Context: an optimization exercise on an open-source flow, tuned for small area, a short achievable clock period and few clock cycles. The choices shown serve that exercise and are no tape-out recipe. RTL that was checked went through simulation tests only; none was proved equivalent to the original. The RTL of run 1 was laid out without a check of its function. Power and IR drop assume default switching activity.

## flow/design.v (module list and top-level ports; edited modules follow where they fit)
// module weight_regs: 28 lines
// module window_conv: 760 lines
// module class_argmax: 828 lines
// module cnn_classifier: 48 lines
module cnn_classifier #(
    parameter int NUM_WINDOWS = 10
) (
    input  logic        clk_i,
    input  logic        rst,
    input  logic [15:0] data_i,
    input  logic [7:0]  ctrl_i,    
    output logic [3:0]  class_o,
    output logic        done_o
);
  // ...
==> flow/flow/run.sh <==
#!/bin/bash
# The standard layout, with timing repair aiming at a setup slack of 9.5 ns
# (a shorter critical path than the 13 ns clock needs). Constraints unchanged.
set -euo pipefail
bash standard.sh finish SETUP_SLACK_MARGIN=9.5 ADDER_MAP_FILE= > standard_flow.log 2>&1
==> flow/standard.sh <==
#!/bin/bash
# synth_recipe.tcl (not shown) runs the flow's synth.tcl, then flattens the netlist and writes it again
# the make line also repeats each setting of config.mk as NAME=value (left out here)
make -C /OpenROAD-flow-scripts/flow DESIGN_CONFIG=/design/flow/config.mk WORK_HOME=/design/flow/orfs CLKGATE_MAP_FILE= SYNTH_SCRIPT=/design/flow/synth_recipe.tcl "${@:-finish}"
==> flow/config.mk <==
export PLATFORM = sky130hd
export DESIGN_NAME = cnn_classifier
export DESIGN_NICKNAME = cnn_classifier
export VERILOG_FILES = /design/flow/design.v
export SDC_FILE = /design/flow/constraint.sdc
export NUM_CORES = 4
export LEC_CHECK = 0
export CAP_MARGIN = 20
export CORE_MARGIN = 2
export CORE_UTILIZATION = 40
export CTS_CLUSTER_DIAMETER = 100
export CTS_CLUSTER_SIZE = 30
export SLEW_MARGIN = 20
==> flow/constraint.sdc <==
create_clock -name core_clock -period 13.0 [get_ports {clk_i}]
set_input_delay 2.6000 -clock core_clock [delete_from_list [all_inputs] [get_ports {clk_i}]]
set_output_delay 2.6000 -clock core_clock [all_outputs]
set_load 0.01 [all_outputs]
==> results by group, run 1 <==
Outcome
  • Outcome: finished clean

Pwr
  • Combinational Power Share: 39.1%
  • Cell internal pwr: 4.66 mW

Synthesis
  • Post-synthesis xor/xnor area fraction: 22.3%
  • Largest family of logic cells by synthesized area: XOR/XNOR gates
  • Post-Synth Adder-Cell Area: 6.40%

STA
  • Min Tclk post-route: approximately 3.9 ns
  • RSZ-0062 raised after global routing: true
  • Max-slew violation count: 0
  • Setup_tns: 0 ns
  • Final hold violations: 0

Floorplan
  • Chip height: 326 um
  • Die area: between 100000 and 150000 sq um

Place
  • Pre-CTS WS: 8.65 ns

Route
  • # DRC: 0
  • DRT antenna net count: 0
  • Met1 WL: 48.4 mm

Setup path
  • CP Cell Sequence: or2_4, a311oi_2, o31ai_2, a31o_2, a211o_4, a21oi_4, o311ai_4, a221oi_2, a221oi_2, maj3_2, maj3_2, maj3_2, maj3_2
  • WP data arrival: about 4.3 ns
  • Reg2reg setup slack: 9.15 ns

Finish
  • Final Core Density: 45.9%
  • Most common cell after layout, fill and taps aside: xnor2_1

Clock network
  • Post-CTS setup buffer count: 92
  • TritonCTS clock tree: done
  • Max H-tree Level: 1
  • CTS Buffer Depth: 3

GRT
  • GRT met1 Usage: 27.3%
  • Largest net degree at the start of global routing: 58
  • Initial antenna violation count: 3
  • Vias in the first global route: 27000
  • First-pass GRT wire length: 164 mm
==> run 2, diff against run 1 <==
--- a/flow/design.v
+++ b/flow/design.v
@@ -46,18 +46,21 @@
     output logic [44:0]  feat_o,     
     output logic         start_o     
 );
     logic [3:0]  cnt_q;
     logic        wv_q;
     logic        wl_q;
     logic [11:0] ws_a [0:2];
     logic [11:0] ws_b [0:2];
-    logic [11:0] ws_q [0:2];
+    logic [11:0] ws_a_q [0:2];
+    logic [11:0] ws_b_q [0:2];
     logic [14:0] acc_q [0:2];
+    logic [14:0] acc_s [0:2];
+    logic [14:0] acc_c [0:2];
     logic [14:0] acc_d [0:2];
     logic wt_1;
     logic wt_2;
     logic wt_3;
     logic wt_4;
     logic wt_5;
     logic wt_6;
     logic wt_7;
@@ -766,22 +769,27 @@
             wl_q <= valid_i && (cnt_q == 4'd9);
             if (valid_i) begin
                 cnt_q <= (cnt_q == 4'd9) ? 4'd0 : cnt_q + 4'd1;
             end
         end
     end
     always_ff @(posedge clk_i) begin
         for (int f = 0; f < 3; f++) begin
-            ws_q[f] <= ws_a[f] + ws_b[f];
+            ws_a_q[f] <= ws_a[f];
+            ws_b_q[f] <= ws_b[f];
         end
     end
     always_comb begin
         for (int f = 0; f < 3; f++) begin
-            acc_d[f] = acc_q[f] + {3'b0, ws_q[f]};
+            acc_s[f] = acc_q[f] ^ {3'b0, ws_a_q[f]} ^ {3'b0, ws_b_q[f]};
+            acc_c[f] = {(acc_q[f][13:0] & {2'b0, ws_a_q[f]}) |
+                        (acc_q[f][13:0] & {2'b0, ws_b_q[f]}) |
+                        ({2'b0, ws_a_q[f]} & {2'b0, ws_b_q[f]}), 1'b0};
+            acc_d[f] = acc_s[f] + acc_c[f];
         end
     end
     always_ff @(posedge clk_i) begin
         for (int f = 0; f < 3; f++) begin
             if (rst_q) begin
                 acc_q[f] <= cnn_pkg::ACC_INIT;
             end else if (wv_q) begin
                 acc_q[f] <= wl_q ? cnn_pkg::ACC_INIT : acc_d[f];
==> flow/flow/run.sh (replaced) <==
#!/bin/bash
# The standard layout, with two changes to how it is made (constraints unchanged):
#  - after the standard synthesis, polarity.py flips full-adder cells whose
#    inputs and outputs sit behind inverters (a full adder is self-dual), which
#    removes those inverters; registers and their names are untouched;
#  - timing repair aims at a setup slack of MARGIN ns.
set -euo pipefail
cd "$(dirname "$0")/.."
MARGIN=9.3
R=orfs/results/sky130hd/cnn_classifier/base
bash standard.sh synth SETUP_SLACK_MARGIN=$MARGIN > synth_flow.log 2>&1
cp $R/1_2_yosys.v 1_2_yosys.standard.v
python3 flow/polarity.py 1_2_yosys.standard.v $R/1_2_yosys.v > polarity.log 2>&1
rm -f $R/1_synth.odb $R/1_synth.sdc
bash standard.sh finish SETUP_SLACK_MARGIN=$MARGIN > standard_flow.log 2>&1
==> flow/flow/polarity.py (new file) <==
#!/usr/bin/env python3
"""Remove inverters around full-adder cells of a Yosys-written gate netlist.

A full adder is self-dual: FA(~a,~b,~c) = (~sum, ~carry). For each
sky130 fa cell this tries flipping it (complementing its three inputs and
its two outputs) and keeps the flip when it leaves fewer inverter cells.
Usage: polarity.py IN.v OUT.v
"""
import re, sys
from collections import defaultdict

src = open(sys.argv[1]).read()
m = re.search(r'^(module .*?;\n)(.*?)(^endmodule)', src, re.S | re.M)
head, body, tail_kw = m.group(1), m.group(2), m.group(3)
pre, post = src[:m.start()], src[m.end():]

cell_re = re.compile(r'^  (sky130_fd_sc_hd__\w+) (\\\S+ |\S+) \((.*?)\n  \);\n', re.S | re.M)
pin_re = re.compile(r'\.(\w+)\((.*?)\)(?:,|\s*$)', re.S)

decl_lines = []
cells = {}          # name -> [type, {pin: net}]
order = []
pos = 0
for cm in cell_re.finditer(body):
    decl_lines.append(body[pos:cm.start()])
    pos = cm.end()
    typ, name, pins_txt = cm.group(1), cm.group(2), cm.group(3)
    pins = {}
    for pm in re.finditer(r'\.(\w+)\(([^\n]*?)\)\s*(?:,\s*)?\n', pins_txt + "\n"):
        pins[pm.group(1)] = pm.group(2).strip()
    cells[name] = [typ, pins]
    order.append(name)
rest = body[pos:]
decl = "".join(decl_lines)
if re.search(r'\bassign\b|sky130_fd_sc_hd__', decl + rest):
    sys.exit("assign statements not supported")

OUTS = {'X', 'Y', 'Q', 'Q_N', 'SUM', 'COUT', 'HI', 'LO'}
def is_inv(t): return re.match(r'sky130_fd_sc_hd__(clk)?inv_\d+$', t) is not None
def is_fa(t): return re.match(r'sky130_fd_sc_hd__fa_\d+$', t) is not None

ports = set()
for pm in re.finditer(r'^\s*(input|output)\s*(\[\d+:\d+\])?\s*(\S+);', decl, re.M):
    ports.add(pm.group(3))
def is_port(n): return n.split('[')[0] in ports

def build():
    drv, loads = {}, defaultdict(list)
    for name in order:
        if name not in cells: continue
        typ, pins = cells[name]
        for p, n in pins.items():
            if n == '' : continue
            if p in OUTS: drv[n] = (name, p)
            else: loads[n].append((name, p))
    return drv, loads

newn = [0]
def fresh():
    newn[0] += 1
    return f"polfix_{newn[0]}"
new_wires = []

def inv_count(): return sum(1 for n in cells if is_inv(cells[n][0]))

def try_flip(f, drv, loads, apply):
    typ, pins = cells[f]
    delta = 0
    ops = []
    for p in ('A', 'B', 'CIN'):
        n = pins[p]
        d = drv.get(n)
        if d and is_inv(cells[d[0]][0]):
            src_n = cells[d[0]][1]['A']
            # the inverter dies if this pin is its only load and its net is no port
            if len(loads[n]) == 1 and not is_port(n):
                delta -= 1
            ops.append(('in_src', p, src_n))
        else:
            # reuse an existing inverter of n
            k = [l for l in loads[n] if is_inv(cells[l[0]][0])]
            if k:
                ops.append(('in_src', p, cells[k[0][0]][1]['Y']))
            else:
                delta += 1
                ops.append(('in_new', p, n))
    for p in ('SUM', 'COUT'):
        n = pins[p]
        if is_port(n):
            return None
        ls = loads[n]
        invs = [l for l in ls if is_inv(cells[l[0]][0]) and not is_port(cells[l[0]][1]['Y'])]
        others = [l for l in ls if l not in invs]
        delta -= len(invs)
        if others: delta += 1
        ops.append(('out', p, n, invs, others))
    if not apply:
        return delta
    for op in ops:
        if op[0] == 'in_src':
            pins[op[1]] = op[2]
        elif op[0] == 'in_new':
            w = fresh(); new_wires.append(w)
            iname = f"polfix_inv_{newn[0]}"
            cells[iname] = ['sky130_fd_sc_hd__inv_1', {'A': op[2], 'Y': w}]
            order.append(iname)
            pins[op[1]] = w
        else:
            _, p, n, invs, others = op
            w = fresh(); new_wires.append(w)
            pins[p] = w
            for (jn, _) in invs:
                jy = cells[jn][1]['Y']
                # loads of the inverter's output now take the flipped output
                for name in order:
                    if name in cells:
                        for q, m_ in cells[name][1].items():
                            if m_ == jy and q not in OUTS:
                                cells[name][1][q] = w
                del cells[jn]
            if others:
                iname = f"polfix_inv_{newn[0]}"
                cells[iname] = ['sky130_fd_sc_hd__inv_1', {'A': w, 'Y': n}]
                order.append(iname)
    return delta

before = inv_count()
for it in range(6):
    changed = 0
    for f in list(order):
        if f not in cells or not is_fa(cells[f][0]): continue
        drv, loads = build()
        d = try_flip(f, drv, loads, False)
        if d is not None and d < 0:
            try_flip(f, drv, loads, True)
            changed += 1
    # drop inverters left without loads
    drv, loads = build()
    for name in list(order):
        if name in cells and is_inv(cells[name][0]):
            y = cells[name][1]['Y']
            if not loads[y] and not is_port(y):
                del cells[name]
    if not changed: break
after = inv_count()
sys.stderr.write(f"polarity: inverters {before} -> {after}\n")

out = [pre, head, decl]
for w in new_wires:
    out.append(f"  wire {w};\n")
for name in order:
    if name not in cells: continue
    typ, pins = cells[name]
    pl = ",\n".join(f"    .{p}({n}{' ' if n.startswith(chr(92)) else ''})" for p, n in pins.items())
    out.append(f"  {typ} {name} (\n{pl}\n  );\n")
out.append(rest)
out.append(tail_kw)
out.append(post)
open(sys.argv[2], 'w').write("".join(out))
==> run 2 against run 1 <==
Compared with the run above:
- still clean
- fmax grew 5.7%
- clock power grew 9%
- sequential power grew 4%
- cell count shrank 21%
- total power shrank 8.6%
- combinational power shrank 31%
- critical path depth shrank 12
- critical path type is now reg2out
- critical endpoint is now class_o[2]
- largest cell class is now registers
==> results by group, run 2 <==
Outcome
  • Outcome: finished clean

Route
  • # DRC: 0 (unchanged)
  • Final WL: 95.4 mm
  • DR iter-0 viols: 2082
  • DRT antenna net count: 0 (unchanged)
  • Wirelength per Cell: between 20 and 25 um
  • Pre-antenna DRT Iters: 6
  • Vias: 22500
  • Vias per cell: 5.42

Setup path
  • Crit. End Element: output port
  • Startpoint Class: flip-flop
  • Req. time, crit path: between 10 and 15 ns
  • CP max-delay cell: dfxtp_2
  • Crit path max fanout: 2
  • CP max stage delay: 0.34 ns
  • WP data arrival: 1.05 ns (-3.22 ns)
  • Reg2reg setup slack: 9.41 ns (+0.26 ns)
  • Top delay family on crit path: flip-flops
  • CP Cell Sequence: buf_6
  • Buf+Inv Stages, Crit Path: 1
  • Setup CP Type: reg2out

Place
  • Final Wtd Congestion: between 0.9 and 1
  • DP HPWL: 67.4 mm
  • IO Port Bufs: 30

GRT
  • Largest net degree at the start of global routing: 58 (unchanged)
  • Initial antenna violation count: 1 (-2)
  • Vias in the first global route: 23700 (-12%)
  • Grt ovf: 0
  • Global Route Usage Sum: 18.9%
  • First-pass GRT wire length: 146 mm (-11%)

Synthesis
  • Synth warn: 18
  • Syn_nets: 3351
  • Mean area per synthesized cell: 13.8 sq um
  • Syn Inst Count: 2845
  • Netlist Area Pre-Place: slightly below 40000 sq um

STA
  • Max_slew headroom: 24.4%
  • Fmax: 274 MHz
  • Min Tclk post-route: 3.65 ns (-0.207 ns)
  • Final hold violations: 0 (unchanged)
  • Setup_tns: 0 ns (unchanged)
  • Worst-Margin Slew: roughly 1.1 ns
  • Final setup fails: 0
  • Fin crit share: 28.0%
  • Max-slew violation count: 0 (unchanged)
  • Clock skew: approximately 0.045 ns
  • RSZ-0062 raised after global routing: true

Floorplan
  • Die width: 318 um
  • Chip height: 318 um (-2.5%)
  • Initial Utilization: between 40 and 50%
  • Die area: 101000 sq um (-5.0%)
  • Ports: 31
  • Row Count: 115
  • Total core area: 98000 sq um

Finish
  • Layout area overhead: 8.60%
  • Final Core Density: 43.7% (-2.3 points)
  • Antenna cell count: 0
  • Reg with most FFs: weight_regs_inst.w_o
  • Layout cells sized above 1: ~8.6%
  • Max FFs per register: 456
  • NumNets Final: 3345
  • Commonest cells after routing, fill and taps aside: edfxtp_1, fa_1, dfxtp_1
  • Top Registers: weight_regs_inst.w_o (456), window_conv_inst.acc_q (45), window_conv_inst.feat_o (45)
  • Most common cell after layout, fill and taps aside: edfxtp_1

Clock network
  • Clk sinks: around 770
  • Clk slew on worst S/H paths: 0.11 ns
  • Max H-tree Level: 2 (+1)
  • Hold buffer count at CTS: 0
  • TritonCTS clock tree: done
  • Root buf cell: clkbuf_16
  • Clock latency (worst-skew pair): around 0.62 ns
  • CTS buffer count: 35
  • CTS Buffer Depth: 3 (unchanged)

Worst hold path
  • Hold/Removal Path Class: reg2reg

Pwr
  • Leakage: approximately 16 nW
  • Peak supply drop: 0.101 mV
  • Pwr per Cell Area: 148 nW/um^2

Flow run
  • Number of max-cap violations: 0
==> run 2: path summary, 6_finish.rpt <==
check / from / end / depth (start not counted)
setup / recovery: class_argmax_inst.class_o[2] / class_o[2] / 1
hold / removal: class_argmax_inst.s2_idx_q[3] / class_argmax_inst.s3_idx_q[3] / 0
setup reg to reg: class_argmax_inst.bn_q[1][2] / class_argmax_inst.ps_b_q[17] / 6
hold reg to reg: class_argmax_inst.s2_idx_q[3] / class_argmax_inst.s3_idx_q[3] / 0
==> run 2: repair_timing <==
item,4_1_cts,5_1_grt
buffers inserted,6,24
gates resized for setup,42,36
pin swaps,0,4
endpoints found under the hold margin,0,0
endpoints found under the setup margin,21,29
==> run 2: final cells by class <==
type	count	area (sq um)
Tap cell	1287	1610
Inverter	131	503
Clock buffer	53	965
Multi-Input combinational cell	1782	17800
Timing Repair Buffer	122	1060
Sequential cell	767	20600
Clock inverter	10	183
Fill cell	8681	55200
==> run 2: through the flow <==
step | total power, mW | area [sq um] | setup slack (ns) | std cells | hold WS [ns]
floorplan | 4.40 | 39400 | 9.30 | 2845 | 0.349
CTS | 6.35 | 42400 | 9.29 | 4126 | 0.380
global placement | 4.95 | 41200 | 9.24 | 4057 | 0.355
detailed placement | 5.00 | 41200 | 9.21 | 4057 | 0.363
finish | 6.32 | 42800 | 9.35 | 4152 | 0.380
global route | 6.68 | 42800 | 9.29 | 4152 | 0.393
==> run 2: where the power goes <==
| group | internal, mW | total, mW | switching (mW) |
|---|---|---|---|
| clock network | 0.554 | 1.36 | 0.806 |
| logic | 0.766 | 1.87 | 1.10 |
| registers | 2.97 | 3.09 | 0.123 |
==> run 2: per-layer routing <==
metal	vias up	wire length [um]	global-route usage, %
met5	-	0	0
met4	0	2540	5.66
met3	140	5270	1.96
met2	715	45200	30.9
met1	11600	42400	26.7
li1	10000	-	-
Testbench counts of run 2, summed over its fixed seeds: cycles 2,632.
==> run 3, diff against run 2 <==
--- a/flow/flow/run.sh
+++ b/flow/flow/run.sh
@@ -7,5 +7,5 @@
 set -euo pipefail
 cd "$(dirname "$0")/.."
-MARGIN=9.3
+MARGIN=9.1
 R=orfs/results/sky130hd/cnn_classifier/base
 bash standard.sh synth SETUP_SLACK_MARGIN=$MARGIN > synth_flow.log 2>&1
==> run 3 against run 2 <==
Compared with the run above:
- cell area shrank 0.91%
- area after synthesis did not move
- synthesized cell count is the same
- wire length rose by 0.83%
- combinational power about the same
- fmax decreased by 4.5%
- die area is the same
- clock power about the same
- critical path type unchanged
==> results by group, run 3 <==
GRT
  • Largest net degree at the start of global routing: 58 (unchanged)
  • Initial antenna violation count: 0 (-1)
  • First-pass GRT wire length: 147 mm (+0.51%)
  • Global Route Usage Sum: 19.0% (+0.12 points)
  • Grt ovf: 0 (unchanged)
  • Vias in the first global route: 23500 (-1.0%)

STA
  • Max_slew headroom: 22.7% (-1.7 points)
  • Clock skew: 0.0380 ns (-0.00721 ns)
  • Min Tclk post-route: 3.82 ns (+0.171 ns)
  • Final setup fails: 0 (unchanged)
  • Max-slew violation count: 0 (unchanged)
  • Worst-Margin Slew: 1.16 ns (+0.0253 ns)
  • RSZ-0062 raised after global routing: false
  • Fmax: 262 MHz (-4.5%)
  • Setup_tns: 0 ns (unchanged)
  • Fin crit share: 29.4% (+1.3 points)
  • Final hold slack: 0.372 ns (-0.00796 ns)
  • Final hold violations: 0 (unchanged)

Setup path
  • CP Cell Sequence: dlygate4sd2_1
  • Buf+Inv Stages, Crit Path: 1 (unchanged)
  • Crit. End Element: output port
  • Setup CP Type: reg2out
  • WP data arrival: 1.22 ns (+0.17 ns)
  • Top delay family on crit path: flip-flops
  • CP max-delay cell: dfxtp_1
  • Startpoint Class: flip-flop
  • CP max stage delay: 0.34 ns (about the same)
  • Req. time, crit path: 10.40 ns (about the same)
  • Crit path max fanout: 2 (unchanged)

Finish
  • Top Registers: weight_regs_inst.w_o (456), window_conv_inst.acc_q (45), window_conv_inst.feat_o (45)
  • Final Core Density: 43.3% (-0.40 points)
  • Max FFs per register: 456 (unchanged)
  • NumNets Final: 3315 (-0.90%)
  • Layout area overhead: 7.61%
  • Fill cell count: 8733 (+0.60%)
  • Antenna cell count: 0 (unchanged)
  • Commonest cells after routing, fill and taps aside: edfxtp_1, fa_1, dfxtp_1
  • Layout cells sized above 1: 6.06% (-2.5 points)
  • Reg with most FFs: weight_regs_inst.w_o
  • Most common cell after layout, fill and taps aside: edfxtp_1

Route
  • Vias per cell: 5.43 (+0.27%)
  • Vias: 22400 (-0.43%)
  • DR iter-0 viols: 2227 (+7.0%)
  • DRT antenna net count: 0 (unchanged)
  • Final WL: 96.2 mm (+0.83%)
  • Wirelength per Cell: 23.3 um (+1.5%)
  • # DRC: 0 (unchanged)
  • Pre-antenna DRT Iters: 6 (unchanged)

Place
  • Final Wtd Congestion: 0.898 (-2.9%)
  • IO Port Bufs: 30 (unchanged)
  • DP HPWL: 68.0 mm (+0.89%)

Floorplan
  • Die width: 318 um (unchanged)
  • Ports: 31 (unchanged)
  • Die area: 101000 sq um (unchanged)
  • Chip height: 318 um (unchanged)
  • Total core area: 98000 sq um (unchanged)
  • Initial Utilization: 40.2% (unchanged)
  • Row Count: 115 (unchanged)

Pwr
  • Total power: 6.34 mW (+0.36%)
  • Pwr per Cell Area: 150 nW/um^2 (+1.3%)
  • Peak supply drop: 0.102 mV (+1.6%)
  • Leakage: 16.2 nW (-0.93%)

Synthesis
  • Syn_nets: 3351 (unchanged)
  • Netlist Area Pre-Place: 39400 sq um (unchanged)
  • Mean area per synthesized cell: 13.8 sq um (unchanged)
  • Synth warn: 18 (unchanged)
  • Syn Inst Count: 2845 (unchanged)

Clock network
  • TritonCTS clock tree: done
  • Clk sinks: 767 (unchanged)
  • CTS Buffer Depth: 3 (unchanged)
  • Root buf cell: clkbuf_16
  • CTS buffer count: 36 (+2.9%)
  • Max H-tree Level: 2 (unchanged)
  • Clock latency (worst-skew pair): 0.61 ns (about the same)
  • Clk slew on worst S/H paths: 0.11 ns (about the same)

Flow run
  • Number of max-cap violations: 0 (unchanged)

Outcome
  • Outcome: finished clean

Worst hold path
  • Hold/Removal Path Class: reg2reg
## run 3: metal layers
| layer | routed length, um | track usage, % |
|---|---|---|
| met1 | 42800 | 27.0 |
| met2 | 45900 | 31.4 |
| met3 | 5760 | 2.07 |
| met4 | 1760 | 4.48 |
| met5 | 0 | 0 |
## run 3: through the flow
stage,worst slack [ns],area [sq um],std cells
floorplan,9.12,39400,2845
global placement,9.16,41100,4056
detailed placement,9.20,41200,4056
CTS,9.13,42300,4121
global route,9.11,42400,4123
finish,9.18,42400,4123
## run 3: path summary, 6_finish.rpt
path / from / to / slack, ns / cells past startpoint
worst max-delay path: class_argmax_inst.class_o[2] / class_o[2] / 9.18 / 1
worst min-delay path: class_argmax_inst.s2_idx_q[3] / class_argmax_inst.s3_idx_q[3] / 0.37 / 0
worst max register to register: class_argmax_inst.bo_q[3][0] / class_argmax_inst.ps_b_q[9] / 9.23 / 8
worst min register to register: class_argmax_inst.s2_idx_q[3] / class_argmax_inst.s3_idx_q[3] / 0.37 / 0
## run 3: final cells by class
class / count / area [sq um] / area share (%)
Clock inverter: 14 / 224 / 0.528
Timing Repair Buffer: 91 / 752 / 1.77
Sequential cell: 767 / 20600 / 48.6
Multi-Input combinational cell: 1782 / 17700 / 41.8
Clock buffer: 51 / 977 / 2.31
Tap cell: 1287 / 1610 / 3.80
Inverter: 131 / 495 / 1.17
## run 3: timing repair
item / in CTS / in global routing
cloned: 0 / 0
gates resized for setup: 5 / 11
setup buffers: 0 / 2
hold buffers: 0 / 0
setup endpoints to repair: 5 / 15
## run 3: power by group
group	leakage (nW)	internal, mW	switching (mW)
Sequential	7.02	2.97	0.123
Combinational	8.58	0.764	1.09
Clock	0.576	0.569	0.823
Total	16.2	4.30	2.04
==> run 4, diff against run 3 <==
--- a/flow/flow/run.sh
+++ b/flow/flow/run.sh
@@ -7,5 +7,5 @@
 set -euo pipefail
 cd "$(dirname "$0")/.."
-MARGIN=9.1
+MARGIN=9.3
 R=orfs/results/sky130hd/cnn_classifier/base
 bash standard.sh synth SETUP_SLACK_MARGIN=$MARGIN > synth_flow.log 2>&1
--- a/flow/config.mk
+++ b/flow/config.mk
@@ -11,3 +11,3 @@
 export CTS_CLUSTER_DIAMETER = 100
 export CTS_CLUSTER_SIZE = 30
-export SLEW_MARGIN = 20
+export SLEW_MARGIN = 60
==> run 4 against run 3 <==
Compared with the run above:
- utilization rose by 0.54 points
- clock-buffer cell count unchanged
- area after synthesis unchanged
- critical path depth unchanged
- sequential power is essentially flat
- first-iteration DRC count down 9.0%
- fmax is 4.2% higher
- cell count grew 0.75%
- hold slack improved by 0.0075 ns
- largest cell class unchanged
==> results by group, run 4 <==
GRT
  • Grt ovf: 0 (unchanged)
  • Vias in the first global route: 23700 (+0.95%)
  • Initial antenna violation count: 2 (+2)
  • First-pass GRT wire length: 146 mm (-0.50%)
  • Global Route Usage Sum: 18.9% (-0.13 points)
  • Largest net degree at the start of global routing: 58 (unchanged)

Route
  • Met2 routed WL: 45.3 mm (-1.3%)
  • Wirelength per Cell: 23.0 um (-1.4%)
  • DR iter-0 viols: 2027 (-9.0%)
  • Pre-antenna DRT Iters: 6 (unchanged)
  • Vias per cell: 5.43 (about the same)
  • Top Metal Used: met4
  • WL met3: 5.78 mm (+0.43%)
  • # DRC: 0 (unchanged)
  • DRT antenna net count: 0 (unchanged)
  • Final WL: 95.6 mm (-0.64%)
  • Met1 WL: 42.1 mm (-1.6%)
  • Vias: 22500 (+0.67%)

STA
  • Final hold violations: 0 (unchanged)
  • RSZ-0062 raised after global routing: true
  • Fin crit share: 28.2% (-1.2 points)
  • Fmax: 273 MHz (+4.2%)
  • Worst-Margin Slew: 0.635 ns (-0.523 ns)
  • Setup_tns: 0 ns (unchanged)
  • Final hold slack: 0.379 ns (+0.00748 ns)
  • Min Tclk post-route: 3.66 ns (-0.155 ns)
  • Max-slew violation count: 0 (unchanged)
  • Worst Slack Setup Final: 9.34 ns (+0.155 ns)
  • Max_slew headroom: 57.4% (+35 points)
  • Clock skew: 0.0490 ns (+0.0110 ns)
  • Final setup fails: 0 (unchanged)

Finish
  • Antenna cell count: 0 (unchanged)
  • Final Cell Area: 42900 sq um (+1.3%)
  • Most common cell after layout, fill and taps aside: edfxtp_1
  • NumNets Final: 3347 (+0.97%)
  • Layout cells sized above 1: 9.35% (+3.3 points)
  • Fill cell count: 8720 (-0.15%)
  • Area of the multi-input gates: 17900 sq um (+1.2%)
  • Register area: 20600 sq um (+0.19%)
  • Layout area overhead: 8.97%
  • Max FFs per register: 456 (unchanged)
  • Top Registers: weight_regs_inst.w_o (456), window_conv_inst.acc_q (45), window_conv_inst.feat_o (45)
  • Reg with most FFs: weight_regs_inst.w_o
  • Commonest cells after routing, fill and taps aside: edfxtp_1, fa_1, dfxtp_1

Pwr
  • Leakage: 16.4 nW (+1.3%)
  • Total power: 6.31 mW (-0.49%)
  • Pwr per Cell Area: 147 nW/um^2 (-1.7%)
  • Peak supply drop: 0.130 mV (+27%)

Setup path
  • CP max stage delay: 0.34 ns (about the same)
  • CP Cell Sequence: buf_6
  • CP max-delay cell: dfxtp_2
  • Crit path max fanout: 2 (unchanged)
  • Crit. End Element: output port
  • Setup CP Type: reg2out
  • WP data arrival: 1.06 ns (-0.16 ns)
  • Crit path depth: 1 (unchanged)
  • Buf+Inv Stages, Crit Path: 1 (unchanged)
  • Req. time, crit path: 10.40 ns (about the same)
  • Top delay family on crit path: flip-flops
  • Reg2Reg Depth: 9 (+1)
  • Startpoint Class: flip-flop

Clock network
  • CTS buffer count: 35 (-2.8%)
  • Hold buffer count at CTS: 0 (unchanged)
  • CTS Buffer Depth: 3 (unchanged)
  • Root buf cell: clkbuf_16
  • Clock latency (worst-skew pair): 0.63 ns (+0.02 ns)
  • Max H-tree Level: 2 (unchanged)
  • TritonCTS clock tree: done
  • Clk slew on worst S/H paths: 0.11 ns (about the same)
  • Clk sinks: 767 (unchanged)

Synthesis
  • Mean area per synthesized cell: 13.8 sq um (unchanged)
  • Synth warn: 18 (unchanged)
  • Syn_nets: 3351 (unchanged)
  • Netlist Area Pre-Place: 39400 sq um (unchanged)
  • Syn Inst Count: 2845 (unchanged)

Floorplan
  • Ports: 31 (unchanged)
  • Row Count: 115 (unchanged)
  • Chip height: 318 um (unchanged)
  • Total core area: 98000 sq um (unchanged)
  • Die width: 318 um (unchanged)
  • Die area: 101000 sq um (unchanged)
  • Initial Utilization: 40.2% (unchanged)

Place
  • Final Wtd Congestion: 0.925 (+3.0%)
  • Pre-CTS WS: 9.29 ns (+0.0869 ns)
  • IO Port Bufs: 30 (unchanged)
  • Post-DP Area: 41400 sq um (+0.50%)
  • DP HPWL: 67.5 mm (-0.69%)

Flow run
  • Number of max-cap violations: 0 (unchanged)

Outcome
  • Outcome: finished clean

Worst hold path
  • Worst hold stages: 0 (unchanged)
  • Hold/Removal Path Class: reg2reg
[run 4: power breakdown]
group / total, mW / internal (mW) / switching [mW]
logic: 1.86 / 0.769 / 1.09
registers: 3.09 / 2.97 / 0.122
clock network: 1.36 / 0.544 / 0.812
[run 4: layer usage]
layer  vias up  track usage (%)
met1     11600             26.6
met4         0             5.31
li1      10000                -
met2       756             31.0
met3       150             2.06
met5         -                0
[run 4: path summary, 6_finish.rpt]
check,from,endpoint,slack [ns]
setup / recovery,class_argmax_inst.class_o[2],class_o[2],9.34
hold / removal,class_argmax_inst.s2_idx_q[3],class_argmax_inst.s3_idx_q[3],0.38
setup reg to reg,window_conv_inst.feat_o[4],class_argmax_inst.ps_b_q[8],9.35
hold reg to reg,class_argmax_inst.s2_idx_q[3],class_argmax_inst.s3_idx_q[3],0.38
[run 4: through the flow]
stage | std cells | util (%)
after global routing | 4154 | 43.8
final | 4154 | 43.8
after CTS | 4130 | 43.4
after floorplan | 2845 | -
after detailed placement | 4063 | 42.2
after global placement | 4057 | 42.0
[run 4: what timing repair did]
action                     CTS  global route
hold endpoints to repair     0             0
setup endpoints to repair   12            28
pin swaps                    0             2
gates resized for setup     32            24
buffers inserted             4            24
[run 4: layout make-up]
| type | count | share of cell area, % |
|---|---|---|
| clock buffers | 51 | 2.18 |
| clock inverters | 12 | 0.449 |
| inverters | 131 | 1.15 |
| multi-input cells | 1782 | 41.8 |
| flip-flops and latches | 767 | 48.1 |
| well taps | 1287 | 3.75 |
| repair buffers | 124 | 2.58 |
==> run 5, diff against run 4 <==
--- a/flow/flow/run.sh
+++ b/flow/flow/run.sh
@@ -7,5 +7,5 @@
 set -euo pipefail
 cd "$(dirname "$0")/.."
-MARGIN=9.3
+MARGIN=9.5
 R=orfs/results/sky130hd/cnn_classifier/base
 bash standard.sh synth SETUP_SLACK_MARGIN=$MARGIN > synth_flow.log 2>&1
--- a/flow/config.mk
+++ b/flow/config.mk
@@ -11,3 +11,3 @@
 export CTS_CLUSTER_DIAMETER = 100
 export CTS_CLUSTER_SIZE = 30
-export SLEW_MARGIN = 60
+export SLEW_MARGIN = 20
==> run 5 against run 4 <==
Compared with the run above:
- largest power group unchanged
- clock-buffer cell count stayed put
- global-route usage is 0.17 points higher
- critical endpoint is now class_o[1]
- first-iteration DRC count is 13% higher
- synthesized cell count stayed put
- largest cell class unchanged
- sequential share of layout area is 0.93 points lower
- clock power hardly changed
- total power is 0.11% higher
==> results by group, run 5 <==
Route
  • Wirelength per Cell: 23.1 um (+0.26%)
  • Pre-antenna DRT Iters: 6 (unchanged)
  • DR iter-0 viols: 2288 (+13%)
  • Vias: 22600 (+0.45%)
  • Vias per cell: 5.39 (-0.58%)
  • Final WL: 96.8 mm (+1.3%)
  • DRT antenna net count: 0 (unchanged)
  • # DRC: 0 (unchanged)

STA
  • Final setup fails: 0 (unchanged)
  • Final hold violations: 0 (unchanged)
  • Worst-Margin Slew: 1.13 ns (+0.492 ns)
  • Fmax: 273 MHz (about the same)
  • Max-slew violation count: 0 (unchanged)
  • Min Tclk post-route: 3.66 ns (-0.00263 ns)
  • Setup_tns: 0 ns (unchanged)
  • Fin crit share: 28.2% (about the same)
  • Max_slew headroom: 24.6% (-33 points)
  • Worst Slack Setup Final: 9.34 ns (+0.00263 ns)
  • RSZ-0062 raised after global routing: true
  • Clock skew: 0.0322 ns (-0.0168 ns)

Synthesis
  • Netlist Area Pre-Place: 39400 sq um (unchanged)
  • Synth warn: 18 (unchanged)
  • Syn Inst Count: 2845 (unchanged)
  • Mean area per synthesized cell: 13.8 sq um (unchanged)
  • Syn_nets: 3351 (unchanged)

Finish
  • Reg with most FFs: weight_regs_inst.w_o
  • NumNets Final: 3390 (+1.3%)
  • Antenna cell count: 0 (unchanged)
  • Most common cell after layout, fill and taps aside: edfxtp_1
  • Final Cell Area: 43800 sq um (+2.1%)
  • Layout area overhead: 11.3%
  • Max FFs per register: 456 (unchanged)
  • Layout cells sized above 1: 15.7% (+6.4 points)
  • Finished Layout Cells: 4197 (+1.0%)
  • Top Registers: weight_regs_inst.w_o (456), window_conv_inst.acc_q (45), window_conv_inst.feat_o (45)
  • Commonest cells after routing, fill and taps aside: edfxtp_1, fa_1, dfxtp_1

GRT
  • Largest net degree at the start of global routing: 58 (unchanged)
  • Grt ovf: 0 (unchanged)
  • Vias in the first global route: 23800 (+0.26%)
  • Global Route Usage Sum: 19.0% (+0.17 points)
  • First-pass GRT wire length: 147 mm (+0.75%)
  • Initial antenna violation count: 1 (-1)

Clock network
  • CTS buffer count: 35 (unchanged)
  • Clock latency (worst-skew pair): 0.62 ns (about the same)
  • Max H-tree Level: 2 (unchanged)
  • Clk sinks: 767 (unchanged)
  • Root buf cell: clkbuf_16
  • TritonCTS clock tree: done
  • Clk slew on worst S/H paths: 0.11 ns (about the same)
  • CTS Buffer Depth: 3 (unchanged)
  • Hold buffer count at CTS: 0 (unchanged)

Floorplan
  • Chip height: 318 um (unchanged)
  • Row Count: 115 (unchanged)
  • Initial Utilization: 40.2% (unchanged)
  • Die width: 318 um (unchanged)
  • Die area: 101000 sq um (unchanged)
  • Total core area: 98000 sq um (unchanged)
  • Ports: 31 (unchanged)

Pwr
  • Reg power frac: 48.8% (-0.2 points)
  • Leakage: 16.5 nW (+0.77%)
  • Clk pwr share: 21.4% (about the same)
  • Cell internal pwr: 4.28 mW (about the same)
  • Combinational Power Share: 29.7% (+0.2 points)
  • Total net switching power: 2.04 mW (+0.43%)
  • Net Sw Frac: 32.3% (+0.11 points)
  • Total power: 6.31 mW (+0.11%)
  • Pwr per Cell Area: 144 nW/um^2 (-2.0%)
  • Peak supply drop: 0.107 mV (-18%)

Worst hold path
  • Hold/Removal Path Class: reg2reg

Flow run
  • Number of max-cap violations: 0 (unchanged)

Setup path
  • Crit path max fanout: 2 (unchanged)
  • CP Cell Sequence: buf_6
  • Setup CP Type: reg2out
  • WP data arrival: 1.06 ns (about the same)
  • Top delay family on crit path: flip-flops
  • Req. time, crit path: 10.40 ns (about the same)
  • Startpoint Class: flip-flop
  • CP max-delay cell: dfxtp_2
  • CP max stage delay: 0.34 ns (about the same)
  • Crit. End Element: output port
  • Buf+Inv Stages, Crit Path: 1 (unchanged)

Place
  • DP HPWL: 67.5 mm (about the same)
  • Final Wtd Congestion: 0.897 (-3.1%)
  • Pre-CTS WS: 9.17 ns (-0.117 ns)
  • IO Port Bufs: 30 (unchanged)
  • Inst Count DP: 4057 (-0.15%)
  • Post-DP Area: 41200 sq um (-0.48%)

Outcome
  • Outcome: finished clean
[run 5: what timing repair did]
item / in CTS / in global routing
pin swaps: 26 / 82
endpoints found under the setup margin: 51 / 35
setup buffers: 54 / 23
gates resized for setup: 140 / 142
[run 5: metal layers]
layer | GRT usage, % | part of all wire [%] | vias to the layer above | wire length [um]
met4 | 3.41 | 1.6 | 0 | 1570
met5 | 0 | 0 | - | 0
li1 | - | - | 10100 | -
met2 | 31.5 | 48 | 662 | 46400
met3 | 2.36 | 5.3 | 95 | 5150
met1 | 27.2 | 45 | 11800 | 43700
[run 5: final cells by class]
class / instances / area [sq um]
multi-input cells: 1782 / 18500
well taps: 1287 / 1610
flip-flops and latches: 767 / 20700
clock buffers: 51 / 946
repair buffers: 167 / 1470
inverters: 131 / 502
fillers: 8621 / 54100
clock inverters: 12 / 183
[run 5: path summary, 6_finish.rpt]
check | to | cells past startpoint | slack [ns] | start
hold reg to reg | class_argmax_inst.s3_idx_q[3] | 0 | 0.37 | class_argmax_inst.s2_idx_q[3]
setup reg to reg | class_argmax_inst.ps_b_q[13] | 9 | 9.37 | window_conv_inst.feat_o[5]
setup / recovery | class_o[1] | 1 | 9.34 | class_argmax_inst.class_o[1]
hold / removal | class_argmax_inst.s3_idx_q[3] | 0 | 0.37 | class_argmax_inst.s2_idx_q[3]
[run 5: metrics by stage]
step / hold slack (ns) / utilization (%)
floorplan: 0.349 / -
global placement: 0.354 / 42.0
detailed placement: 0.360 / 42.0
CTS: 0.377 / 44.0
global route: 0.385 / 44.7
finish: 0.373 / 44.7
[run 5: power by group through the flow]
stage	logic [mW]	registers, mW	clock network (mW)
after detailed placement	1.85	3.15	0
after floorplan	1.29	3.11	0
final	1.88	3.08	1.35
after global routing	2.09	3.11	1.48
after CTS	1.87	3.09	1.39
after global placement	1.81	3.14	0
==> run 6, diff against run 5 <==
--- a/flow/flow/run.sh
+++ b/flow/flow/run.sh
@@ -7,5 +7,5 @@
 set -euo pipefail
 cd "$(dirname "$0")/.."
-MARGIN=9.5
+MARGIN=9.3
 R=orfs/results/sky130hd/cnn_classifier/base
 bash standard.sh synth SETUP_SLACK_MARGIN=$MARGIN > synth_flow.log 2>&1
--- a/flow/config.mk
+++ b/flow/config.mk
@@ -9,5 +9,5 @@
 export CORE_MARGIN = 2
 export CORE_UTILIZATION = 40
-export CTS_CLUSTER_DIAMETER = 100
-export CTS_CLUSTER_SIZE = 30
+export CTS_CLUSTER_DIAMETER = 60
+export CTS_CLUSTER_SIZE = 20
 export SLEW_MARGIN = 20
==> run 6 against run 5 <==
Compared with the run above:
- non-clock buffer count fell by 43
- total power rose by 8.8%
- utilization fell by 0.11 points
- first-iteration DRC count fell by 7.3%
- register-to-register slack barely moved
- flip-flop and latch count did not move
- die area did not move
- combinational power barely moved
- critical path type unchanged
- largest cell class unchanged
- highest routed layer unchanged
==> results by group, run 6 <==
Outcome
  • Outcome: finished clean

Route
  • # DRC: 0 (unchanged)
  • Final WL: 96.2 mm (-0.59%)
  • Vias per cell: 5.39 (about the same)
  • Vias: 22700 (+0.14%)
  • DR iter-0 viols: 2121 (-7.3%)
  • Wirelength per Cell: 22.9 um (-0.78%)
  • Pre-antenna DRT Iters: 9 (+3)
  • DRT antenna net count: 0 (unchanged)

STA
  • Worst Slack Setup Final: 9.30 ns (-0.0396 ns)
  • Clock skew: 0.0493 ns (+0.0171 ns)
  • RSZ-0062 raised after global routing: true
  • Worst-Margin Slew: 1.15 ns (+0.0189 ns)
  • Fin crit share: 28.5% (+0.30 points)
  • Max-slew violation count: 0 (unchanged)
  • Fmax: 270 MHz (-1.1%)
  • Final setup fails: 0 (unchanged)
  • Min Tclk post-route: 3.70 ns (+0.0396 ns)
  • Max_slew headroom: 23.5% (-1.2 points)
  • Final hold violations: 0 (unchanged)
  • Setup_tns: 0 ns (unchanged)
  • Final hold slack: 0.374 ns (+0.00124 ns)

Setup path
  • Crit path depth: 1 (unchanged)
  • Top delay family on crit path: flip-flops
  • Crit path max fanout: 2 (unchanged)
  • CP max-delay cell: dfxtp_2
  • CP max stage delay: 0.33 ns (about the same)
  • WP data arrival: 1.10 ns (+0.04 ns)
  • Setup CP Type: reg2out
  • CP Cell Sequence: buf_6
  • Crit. End Element: output port
  • Reg2reg setup slack: 9.37 ns (about the same)
  • Buf+Inv Stages, Crit Path: 1 (unchanged)
  • Startpoint Class: flip-flop
  • Reg2Reg Depth: 8 (-1)
  • Req. time, crit path: 10.40 ns (about the same)

Finish
  • Commonest cells after routing, fill and taps aside: edfxtp_1, fa_1, dfxtp_1
  • Reg with most FFs: weight_regs_inst.w_o
  • Max FFs per register: 456 (unchanged)
  • Layout area overhead: 11.0%
  • Register area: 20600 sq um (-0.26%)
  • Layout cells sized above 1: 10.2% (-5.5 points)
  • Finished Layout Cells: 4205 (+0.19%)
  • Final Core Density: 44.6% (-0.11 points)
  • Final Cell Area: 43700 sq um (-0.25%)
  • Antenna cell count: 0 (unchanged)
  • Area of the multi-input gates: 17800 sq um (-3.5%)
  • NumNets Final: 3372 (-0.53%)
  • Top Registers: weight_regs_inst.w_o (456), window_conv_inst.acc_q (45), window_conv_inst.feat_o (45)
  • Most common cell after layout, fill and taps aside: edfxtp_1
  • Fill cell count: 8619 (-0.023%)

Synthesis
  • Synth warn: 18 (unchanged)
  • Syn Inst Count: 2845 (unchanged)
  • Mean area per synthesized cell: 13.8 sq um (unchanged)
  • Syn_nets: 3351 (unchanged)
  • Netlist Area Pre-Place: 39400 sq um (unchanged)

Floorplan
  • Ports: 31 (unchanged)
  • Die area: 101000 sq um (unchanged)
  • Total core area: 98000 sq um (unchanged)
  • Chip height: 318 um (unchanged)
  • Row Count: 115 (unchanged)
  • Die width: 318 um (unchanged)
  • Initial Utilization: 40.2% (unchanged)

Clock network
  • TritonCTS clock tree: done
  • Clk sinks: 767 (unchanged)
  • Root buf cell: clkbuf_16
  • Hold buffer count at CTS: 0 (unchanged)
  • Max H-tree Level: 2 (unchanged)
  • CTS Buffer Depth: 3 (unchanged)
  • Clk slew on worst S/H paths: 0.08 ns (-0.03 ns)
  • Clock latency (worst-skew pair): 0.66 ns (+0.04 ns)
  • CTS buffer count: 60 (+71%)

Pwr
  • Leakage: 16.8 nW (+1.7%)
  • Peak supply drop: 0.115 mV (+7.6%)
  • Pwr per Cell Area: 157 nW/um^2 (+9.1%)
  • Total power: 6.87 mW (+8.8%)

GRT
  • Global Route Usage Sum: 19.0% (-0.031 points)
  • Vias in the first global route: 24000 (+1.1%)
  • Largest net degree at the start of global routing: 58 (unchanged)
  • First-pass GRT wire length: 147 mm (about the same)
  • Initial antenna violation count: 1 (unchanged)
  • Grt ovf: 0 (unchanged)

Place
  • Final Wtd Congestion: 0.925 (+3.2%)
  • IO Port Bufs: 30 (unchanged)
  • Post-DP Area: 41200 sq um (about the same)
  • Pre-CTS WS: 9.21 ns (+0.0342 ns)
  • Inst Count DP: 4057 (unchanged)
  • DP HPWL: 67.4 mm (-0.18%)

Worst hold path
  • Worst hold stages: 0 (unchanged)
  • Hold/Removal Path Class: reg2reg

Flow run
  • Number of max-cap violations: 0 (unchanged)
==> run 6: changes by cell type in the layout (fill, tap and decap cells not counted), sizes merged <==
cell,delta
clkinvlp,+4
inv,+5
buf,-43
clkbuf,+24
clkinv,+18
==> run 6: cell type report <==
type / count / area share [%]
Multi-Input combinational cell: 1782 / 40.7
Inverter: 131 / 1.15
Clock inverter: 39 / 1.11
Tap cell: 1287 / 3.68
Sequential cell: 767 / 47.2
Timing Repair Buffer: 124 / 2.48
Clock buffer: 75 / 3.69
==> run 6: power breakdown <==
part	switching (mW)	leakage, nW	internal, mW
Combinational	1.10	8.76	0.768
Sequential	0.123	7.03	2.97
Clock	0.976	1.00	0.939
Total	2.19	16.8	4.68
==> run 6: layer usage <==
| metal | part of all wire, % | up-vias | track usage, % | wire length (um) |
|---|---|---|---|---|
| met5 | 0 | - | 0 | 0 |
| met4 | 2.7 | 0 | 6.06 | 2630 |
| met3 | 5.9 | 159 | 2.34 | 5710 |
| met2 | 47 | 763 | 30.9 | 45400 |
| met1 | 44 | 11600 | 26.7 | 42500 |
| li1 | - | 10100 | - | - |
==> run 6: worst paths after layout <==
check	endpoint	from
setup / recovery	class_o[1]	class_argmax_inst.class_o[1]
hold / removal	class_argmax_inst.s3_idx_q[3]	class_argmax_inst.s2_idx_q[3]
setup reg to reg	class_argmax_inst.ps_b_q[12]	window_conv_inst.feat_o[3]
hold reg to reg	class_argmax_inst.s3_idx_q[3]	class_argmax_inst.s2_idx_q[3]
==> run 6: worst reg2reg max path, stage by stage, from the launching register on <==
cell and delay (ns):
edfxtp_1 0.55, a22oi_2 0.32, xor2_1 0.13, fa_1 0.47, fa_1 0.61, inv_1 0.09
fa_1 0.44, fa_1 0.53, fa_1 0.40
==> run 6: timing repair <==
action | 4_1_cts | 5_1_grt
gates resized for setup | 39 | 35
endpoints found under the setup margin | 18 | 28
pin swaps | 0 | 4
setup buffers | 6 | 25
==> run 7, diff against run 6 <==
--- a/flow/flow/polarity.py
+++ b/flow/flow/polarity.py
@@ -63,4 +63,47 @@
 
 def inv_count(): return sum(1 for n in cells if is_inv(cells[n][0]))
+
+PAIRS = [('and2','nand2'),('and3','nand3'),('and4','nand4'),('or2','nor2'),('or3','nor3'),('or4','nor4'),
+         ('xor2','xnor2'),('a21o','a21oi'),('a22o','a22oi'),('a211o','a211oi'),('a31o','a31oi'),
+         ('a32o','a32oi'),('a221o','a221oi'),('a41o','a41oi'),('a311o','a311oi'),('a2111o','a2111oi'),
+         ('o21a','o21ai'),('o22a','o22ai'),('o211a','o211ai'),('o31a','o31ai'),('o32a','o32ai'),
+         ('o221a','o221ai'),('o41a','o41ai'),('o311a','o311ai'),('o2111a','o2111ai'),('mux2','mux2i'),
+         ('and2b','nand2b'),('or2b','nor2b'),('a21bo','a21boi'),('o21ba','o21bai'),('a2bb2o','a2bb2oi'),
+         ('o2bb2a','o2bb2ai'),('and3b','nand3b'),('or3b','nor3b'),('and4b','nand4b'),('or4b','nor4b')]
+COMP = {}
+for a, b in PAIRS:
+    COMP['sky130_fd_sc_hd__%s_1' % a] = ('sky130_fd_sc_hd__%s_1' % b, 'X', 'Y')
+    COMP['sky130_fd_sc_hd__%s_1' % b] = ('sky130_fd_sc_hd__%s_1' % a, 'Y', 'X')
+AREA = {}
+_cur = None
+for _l in open('/OpenROAD-flow-scripts/flow/platforms/sky130hd/lib/sky130_fd_sc_hd__tt_025C_1v80.lib'):
+    _m = re.match(r'\s*cell\s*\(\s*"?(\w+)"?\s*\)', _l)
+    if _m: _cur = _m.group(1)
+    _m = re.match(r'\s*area\s*:\s*([\d.]+)', _l)
+    if _m and _cur: AREA[_cur] = float(_m.group(1)); _cur = None
+COMP = {k: v for k, v in COMP.items() if k in AREA and v[0] in AREA}
+
+def complement(name):
+    """cell name -> complement cell driving a new net, plus an inverter to the old net"""
+    typ, pins = cells[name]
+    ctyp, op, np_ = COMP[typ]
+    n = pins[op]
+    w = fresh(); new_wires.append(w)
+    newpins = {p: v for p, v in pins.items() if p != op}
+    newpins[np_] = w
+    cells[name] = [ctyp, newpins]
+    iname = f"polfix_inv_{newn[0]}"
+    cells[iname] = ['sky130_fd_sc_hd__inv_1', {'A': w, 'Y': n}]
+    order.append(iname)
+
+# pre-pass: complementable cells feeding full adders get an inverter behind them
+_drv, _loads = build()
+for name in list(order):
+    if name not in cells or cells[name][0] not in COMP: continue
+    typ, pins = cells[name]
+    n = pins[COMP[typ][1]]
+    if is_port(n): continue
+    if any(is_fa(cells[l[0]][0]) for l in _loads[n]):
+        complement(name)
 
 def try_flip(f, drv, loads, apply):
@@ -143,5 +186,23 @@
                 del cells[name]
     if not changed: break
+# post-pass: an inverter that is the only load of a complementable cell merges into it
+drv, loads = build()
+for name in list(order):
+    if name not in cells or not is_inv(cells[name][0]): continue
+    a = cells[name][1]['A']; y = cells[name][1]['Y']
+    d = drv.get(a)
+    if not d or d[0] not in cells or cells[d[0]][0] not in COMP: continue
+    if len(loads[a]) != 1 or is_port(a): continue
+    dtyp, dpins = cells[d[0]]
+    ctyp, op, np_ = COMP[dtyp]
+    if AREA[ctyp] > AREA[dtyp] + AREA[cells[name][0]]: continue
+    newpins = {p: v for p, v in dpins.items() if p != op}
+    newpins[np_] = y
+    cells[d[0]] = [ctyp, newpins]
+    del cells[name]
+    drv, loads = build()
 after = inv_count()
+tot = sum(AREA.get(cells[n][0], 0) for n in cells)
+sys.stderr.write(f"polarity: area {tot:.1f}\n")
 sys.stderr.write(f"polarity: inverters {before} -> {after}\n")
 
--- a/flow/config.mk
+++ b/flow/config.mk
@@ -9,5 +9,5 @@
 export CORE_MARGIN = 2
 export CORE_UTILIZATION = 40
-export CTS_CLUSTER_DIAMETER = 60
-export CTS_CLUSTER_SIZE = 20
+export CTS_CLUSTER_DIAMETER = 100
+export CTS_CLUSTER_SIZE = 30
 export SLEW_MARGIN = 20
==> run 7 against run 6 <==
Compared with the run above:
- critical path depth stayed put
- non-clock buffer count is 13 lower
- total power is 8.8% lower
- worst setup slack better by 0.042 ns
- die area is 0.87% lower
- via count is 1.1% lower
- synthesized cell count is 0.53% higher
- clock skew is 0.0074 ns lower
- global-route usage is 0.15 points lower
- sequential power hardly changed
- flip-flop and latch count stayed put
- wire length is 2.0% lower
- largest cell class unchanged
- largest power group unchanged
- highest routed layer unchanged
==> results by group, run 7 <==
Outcome
  • Outcome: finished clean

Route
  • # DRC: 0 (unchanged)
  • Pre-antenna DRT Iters: 6 (-3)
  • Vias: 22400 (-1.1%)
  • Wirelength per Cell: 22.8 um (-0.55%)
  • DRT antenna net count: 0 (unchanged)
  • Vias per cell: 5.42 (+0.45%)
  • DR iter-0 viols: 2391 (+13%)
  • Final WL: 94.3 mm (-2.0%)

Pwr
  • Combinational Power Share: 29.5% (+2.4 points)
  • Reg power frac: 49.3% (+4.3 points)
  • Pwr per Cell Area: 149 nW/um^2 (-5.4%)
  • Peak supply drop: 0.118 mV (+2.9%)
  • Cell internal pwr: 4.26 mW (-8.8%)
  • Total net switching power: 2.00 mW (-8.8%)
  • Clk pwr share: 21.2% (-6.7 points)
  • Net Sw Frac: 31.9% (about the same)
  • Leakage: 15.9 nW (-5.1%)

Floorplan
  • Total core area: 96700 sq um (-1.3%)
  • Row Count: 114 (-0.87%)
  • Chip height: 316 um (-0.44%)
  • Die area: 100000 sq um (-0.87%)
  • Initial Utilization: 40.4% (+0.17 points)
  • Die width: 316 um (-0.44%)
  • Ports: 31 (unchanged)

STA
  • Fmax: 273 MHz (+1.2%)
  • Clock skew: 0.0419 ns (-0.00739 ns)
  • Worst-Margin Slew: 1.15 ns (-0.00114 ns)
  • Final hold violations: 0 (unchanged)
  • Final setup fails: 0 (unchanged)
  • Fin crit share: 28.1% (-0.32 points)
  • Max_slew headroom: 23.5% (about the same)
  • Setup_tns: 0 ns (unchanged)
  • Min Tclk post-route: 3.66 ns (-0.0421 ns)
  • Max-slew violation count: 0 (unchanged)
  • RSZ-0062 raised after global routing: true

Clock network
  • Root buf cell: clkbuf_16
  • Max H-tree Level: 2 (unchanged)
  • Clk slew on worst S/H paths: 0.12 ns (+0.04 ns)
  • CTS buffer count: 34 (-43%)
  • Hold buffer count at CTS: 0 (unchanged)
  • Clk sinks: 767 (unchanged)
  • CTS Buffer Depth: 3 (unchanged)
  • TritonCTS clock tree: done
  • Clock latency (worst-skew pair): 0.61 ns (-0.05 ns)

Setup path
  • Crit path max fanout: 2 (unchanged)
  • Startpoint Class: flip-flop
  • Reg2reg setup slack: 9.37 ns (about the same)
  • Req. time, crit path: 10.40 ns (about the same)
  • Buf+Inv Stages, Crit Path: 1 (unchanged)
  • Top delay family on crit path: flip-flops
  • CP max stage delay: 0.35 ns (+0.02 ns)
  • Crit. End Element: output port
  • CP Cell Sequence: buf_6
  • CP max-delay cell: dfxtp_2
  • Setup CP Type: reg2out
  • WP data arrival: 1.06 ns (-0.04 ns)

Synthesis
  • Syn Inst Count: 2860 (+0.53%)
  • Synth warn: 18 (unchanged)
  • Syn_nets: 3366 (+0.45%)
  • Mean area per synthesized cell: 13.6 sq um (-1.4%)
  • Netlist Area Pre-Place: 39000 sq um (-0.88%)

Finish
  • Antenna cell count: 0 (unchanged)
  • Most common cell after layout, fill and taps aside: edfxtp_1
  • Finished Layout Cells: 4142 (-1.5%)
  • Fill cell count: 8699 (+0.93%)
  • Top Registers: weight_regs_inst.w_o (456), window_conv_inst.acc_q (45), window_conv_inst.feat_o (45)
  • Max FFs per register: 456 (unchanged)
  • Layout area overhead: 7.98%
  • Commonest cells after routing, fill and taps aside: edfxtp_1, fa_1, nand2_1
  • Layout cells sized above 1: 7.68% (-2.6 points)
  • NumNets Final: 3348 (-0.71%)
  • Reg with most FFs: weight_regs_inst.w_o

Place
  • DP HPWL: 66.1 mm (-2.0%)
  • IO Port Bufs: 30 (unchanged)
  • Inst Count DP: 4058 (+0.025%)
  • Final Wtd Congestion: 0.900 (-2.7%)

GRT
  • First-pass GRT wire length: 144 mm (-2.4%)
  • Largest net degree at the start of global routing: 57 (-1.7%)
  • Initial antenna violation count: 0 (-1)
  • Grt ovf: 0 (unchanged)
  • Vias in the first global route: 23500 (-2.3%)
  • Global Route Usage Sum: 18.9% (-0.15 points)

Worst hold path
  • Hold/Removal Path Class: reg2reg

Flow run
  • Number of max-cap violations: 0 (unchanged)
-- run 7: cell types whose count changed in the layout (fill, tap and decap cells not counted), moves of 8 or more --
| cell | before | now |
|---|---|---|
| xor2_1 | 104 | 124 |
| inv_6 | 8 | 0 |
| nand2_1 | 95 | 256 |
| and2_1 | 203 | 41 |
| clkbuf_16 | 62 | 35 |
| clkinv_8 | 10 | 2 |
| xnor2_1 | 149 | 131 |
| inv_1 | 128 | 144 |
-- run 7: worst paths after layout --
check,startpoint,endpoint,cells past startpoint
min,class_argmax_inst.s2_idx_q[3],class_argmax_inst.s3_idx_q[3],0
max reg2reg,window_conv_inst.feat_o[8],class_argmax_inst.ps_b_q[16],7
max,class_argmax_inst.class_o[0],class_o[0],1
min reg2reg,class_argmax_inst.s2_idx_q[3],class_argmax_inst.s3_idx_q[3],0
-- run 7: layout make-up --
| type | instances | area [sq um] | area share [%] |
|---|---|---|---|
| clock inverter | 10 | 181 | 0.430 |
| multi-input combinational | 1782 | 17300 | 41.2 |
| tap | 1276 | 1600 | 3.79 |
| inverter | 146 | 553 | 1.31 |
| sequential | 767 | 20600 | 48.9 |
| clock buffer | 50 | 932 | 2.21 |
| timing repair buffer | 111 | 915 | 2.17 |
-- run 7: through the flow --
stage                     power, mW  hold WS, ns  instance area [sq um]  setup WS, ns  utilization, %
final                          6.26        0.375                  42200          9.34            43.6
after global routing           6.63        0.377                  42200          9.28            43.6
after CTS                      6.31        0.372                  41900          9.28            43.3
after detailed placement       4.98        0.359                  40800          8.97            42.1
after global placement         4.92        0.355                  40800          8.96            42.1
after floorplan                4.42        0.349                  39000          9.31               -
-- run 7: routing by layer --
layer / vias up / GRT usage [%] / wire length (um)
met5: - / 0 / 0
li1: 10000 / - / -
met3: 104 / 2.33 / 5870
met2: 800 / 31.2 / 44300
met4: 0 / 4.06 / 1740
met1: 11500 / 26.7 / 42400
-- run 7: power by group through the flow --
stage | Sequential (mW) | Clock, mW | Combinational, mW
after floorplan | 3.11 | 0 | 1.31
after global placement | 3.14 | 0 | 1.78
after detailed placement | 3.15 | 0 | 1.83
after CTS | 3.09 | 1.37 | 1.85
after global routing | 3.12 | 1.44 | 2.07
final | 3.09 | 1.33 | 1.85
-- run 7: repair_timing --
action / CTS / global route
resized for setup: 46 / 21
endpoints found under the setup margin: 33 / 30
buffers inserted: 3 / 21
pin swaps: 0 / 0
==> run 8, diff against run 7 <==
--- a/flow/flow/run.sh
+++ b/flow/flow/run.sh
@@ -13,3 +13,3 @@
 python3 flow/polarity.py 1_2_yosys.standard.v $R/1_2_yosys.v > polarity.log 2>&1
 rm -f $R/1_synth.odb $R/1_synth.sdc
-bash standard.sh finish SETUP_SLACK_MARGIN=$MARGIN > standard_flow.log 2>&1
+bash standard.sh finish SETUP_SLACK_MARGIN=$MARGIN "BUFFER_PORTS_ARGS=-buffer_cell sky130_fd_sc_hd__buf_2" > standard_flow.log 2>&1
==> run 8 against run 7 <==
Compared with the run above:
- still clean
- die area unchanged
- combinational power about the same
- cell count about the same
- largest cell class unchanged
- largest power group unchanged
==> results by group, run 8 <==
STA
  • Final setup fails: 0 (unchanged)
  • Setup_tns: 0 ns (unchanged)
  • Clock skew: 0.0388 ns (-0.00309 ns)
  • Min Tclk post-route: 3.66 ns (-0.00120 ns)
  • Max-slew violation count: 0 (unchanged)
  • RSZ-0062 raised after global routing: true
  • Final hold violations: 0 (unchanged)
  • Worst-Margin Slew: 1.14 ns (-0.00707 ns)
  • Fin crit share: 28.1% (about the same)
  • Max_slew headroom: 23.9% (+0.47 points)
  • Worst Slack Setup Final: 9.34 ns (+0.00120 ns)
  • Fmax: 274 MHz (about the same)

Pwr
  • Combinational Power Share: 29.7% (+0.2 points)
  • Peak supply drop: 0.105 mV (-11%)
  • Leakage: 15.9 nW (-0.21%)
  • Total net switching power: 2.00 mW (+0.14%)
  • Reg power frac: 49.5% (+0.2 points)
  • Clk pwr share: 20.9% (-0.3 points)
  • Cell internal pwr: 4.24 mW (-0.60%)
  • Net Sw Frac: 32.1% (+0.16 points)
  • Pwr per Cell Area: 149 nW/um^2 (about the same)

Finish
  • Fill cell count: 8736 (+0.43%)
  • NumNets Final: 3346 (-0.060%)
  • Final Cell Area: 42000 sq um (-0.37%)
  • Antenna cell count: 0 (unchanged)
  • Register area: 20600 sq um (about the same)
  • Area of the multi-input gates: 17400 sq um (+0.15%)
  • Final Core Density: 43.4% (-0.16 points)
  • Commonest cells after routing, fill and taps aside: edfxtp_1, fa_1, nand2_1
  • Layout cells sized above 1: 8.41% (+0.74 points)
  • Max FFs per register: 456 (unchanged)
  • Top Registers: weight_regs_inst.w_o (456), window_conv_inst.acc_q (45), window_conv_inst.feat_o (45)
  • Layout area overhead: 7.59%
  • Reg with most FFs: weight_regs_inst.w_o
  • Finished Layout Cells: 4140 (-0.048%)
  • Most common cell after layout, fill and taps aside: edfxtp_1

Synthesis
  • Mean area per synthesized cell: 13.6 sq um (unchanged)
  • Syn_nets: 3366 (unchanged)
  • Netlist Area Pre-Place: 39000 sq um (unchanged)
  • Synth warn: 18 (unchanged)
  • Syn Inst Count: 2860 (unchanged)

Floorplan
  • Chip height: 316 um (unchanged)
  • Total core area: 96700 sq um (unchanged)
  • Initial Utilization: 40.4% (unchanged)
  • Row Count: 114 (unchanged)
  • Ports: 31 (unchanged)
  • Die width: 316 um (unchanged)
  • Die area: 100000 sq um (unchanged)

Place
  • Final Wtd Congestion: 0.914 (+1.6%)
  • IO Port Bufs: 30 (unchanged)
  • Post-DP Area: 40600 sq um (-0.30%)
  • Inst Count DP: 4059 (+0.025%)
  • Pre-CTS WS: 8.96 ns (-0.00618 ns)
  • DP HPWL: 66.0 mm (-0.15%)

Clock network
  • CTS Buffer Depth: 3 (unchanged)
  • TritonCTS clock tree: done
  • Clock latency (worst-skew pair): 0.61 ns (about the same)
  • Clk slew on worst S/H paths: 0.11 ns (about the same)
  • Clk sinks: 767 (unchanged)
  • Root buf cell: clkbuf_16
  • Max H-tree Level: 2 (unchanged)
  • CTS buffer count: 34 (unchanged)

Route
  • Wirelength per Cell: 22.7 um (-0.15%)
  • Final WL: 94.1 mm (-0.20%)
  • DR iter-0 viols: 2017 (-16%)
  • Pre-antenna DRT Iters: 6 (unchanged)
  • # DRC: 0 (unchanged)
  • Vias per cell: 5.44 (+0.37%)
  • DRT antenna net count: 0 (unchanged)
  • Vias: 22500 (+0.33%)

Setup path
  • Setup CP Type: reg2out
  • Buf+Inv Stages, Crit Path: 1 (unchanged)
  • CP max stage delay: 0.34 ns (about the same)
  • Crit path max fanout: 2 (unchanged)
  • Req. time, crit path: 10.40 ns (about the same)
  • WP data arrival: 1.06 ns (about the same)
  • CP Cell Sequence: buf_6
  • Crit. End Element: output port
  • CP max-delay cell: dfxtp_2
  • Startpoint Class: flip-flop
  • Top delay family on crit path: flip-flops

Flow run
  • Number of max-cap violations: 0 (unchanged)

GRT
  • Global Route Usage Sum: 19.0% (+0.12 points)
  • Initial antenna violation count: 1 (+1)
  • First-pass GRT wire length: 144 mm (+0.41%)
  • Largest net degree at the start of global routing: 57 (unchanged)
  • Grt ovf: 0 (unchanged)
  • Vias in the first global route: 23700 (+0.87%)

Outcome
  • Outcome: finished clean

Worst hold path
  • Hold/Removal Path Class: reg2reg
==> run 8: changes by cell type in the layout (fill, tap and decap cells not counted), moves of 2 or more <==
| cell | previous run | this run |
|---|---|---|
| a22oi_1 | 167 | 163 |
| a22oi_2 | 6 | 10 |
| buf_2 | 0 | 26 |
| buf_4 | 81 | 79 |
| clkdlybuf4s50_1 | 25 | 0 |
| dfxtp_1 | 209 | 213 |
| dfxtp_2 | 34 | 30 |
==> run 8: path summary, 6_finish.rpt <==
check	depth (start not counted)	endpoint	slack (ns)	startpoint
worst max-delay path	1	class_o[1]	9.34	class_argmax_inst.class_o[1]
worst min-delay path	0	class_argmax_inst.s3_idx_q[3]	0.37	class_argmax_inst.s2_idx_q[3]
worst max register to register	9	class_argmax_inst.ps_b_q[7]	9.37	window_conv_inst.feat_o[5]
worst min register to register	0	class_argmax_inst.s3_idx_q[3]	0.37	class_argmax_inst.s2_idx_q[3]
==> run 8: layout make-up <==
cell class | count | share of cell area, %
clock buffers | 50 | 2.17
well taps | 1276 | 3.80
repair buffers | 109 | 1.83
multi-input cells | 1782 | 41.4
clock inverters | 10 | 0.405
inverters | 146 | 1.32
flip-flops and latches | 767 | 49.1
==> run 8: power groups by stage <==
stage / sequential (mW) / combinational (mW) / clock (mW)
floorplan: 3.11 / 1.31 / 0
global placement: 3.14 / 1.78 / 0
detailed placement: 3.15 / 1.83 / 0
CTS: 3.09 / 1.84 / 1.35
global route: 3.12 / 2.08 / 1.43
finish: 3.09 / 1.85 / 1.30
==> run 8: metal layers <==
metal / wire length, um / track usage (%) / vias up
met5: 0 / 0 / -
met3: 5720 / 2.30 / 115
met1: 41500 / 26.6 / 11600
met4: 1860 / 4.07 / 0
li1: - / - / 10000
met2: 45000 / 31.9 / 787
==> run 8: what timing repair did <==
| item | 4_1_cts | 5_1_grt |
|---|---|---|
| setup buffers | 4 | 17 |
| pin swaps | 0 | 0 |
| hold buffers | 0 | 0 |
| setup endpoints to repair | 31 | 30 |
| gates resized for setup | 23 | 24 |
==> run 8: per-stage QoR <==
stage | hold WS [ns] | total power, mW
floorplan | 0.349 | 4.42
global placement | 0.355 | 4.91
detailed placement | 0.362 | 4.98
CTS | 0.379 | 6.29
global route | 0.381 | 6.62
finish | 0.373 | 6.24

==> static timing again, ports no longer ideal <==
The results above use ideal ports. As a check the final layouts listed here were re-extracted and re-timed, cells and wires unchanged.
Step 1, drivers: a clkbuf_16 drives clk_i and a buf_2 each remaining input, both assumed.
Step 2, shift: input delay + t, output delay - t, t = (earliest + latest rising clock arrival at the registers) / 2. This alone moves slack from input paths to output paths.
a / b / c = ideal / step 1 / step 2; a / b = the first two.
run	t, ns	setup WS [ns]	worst data-port slew with drivers (ns)
run 1	0.744	9.147 / 9.147 / 9.147	0.04
run 2	0.667	9.354 / 9.286 / 9.410	0.04
run 3	0.670	9.182 / 9.110 / 9.233	0.03
run 4	0.679	9.338 / 9.270 / 9.346	0.03
run 5	0.679	9.340 / 9.267 / 9.369	0.04
run 6	0.716	9.301 / 9.229 / 9.368	0.04
run 7	0.670	9.343 / 9.268 / 9.371	0.03
run 8	0.663	9.344 / 9.275 / 9.371	0.04
After both steps setup and hold are still met in every run listed.
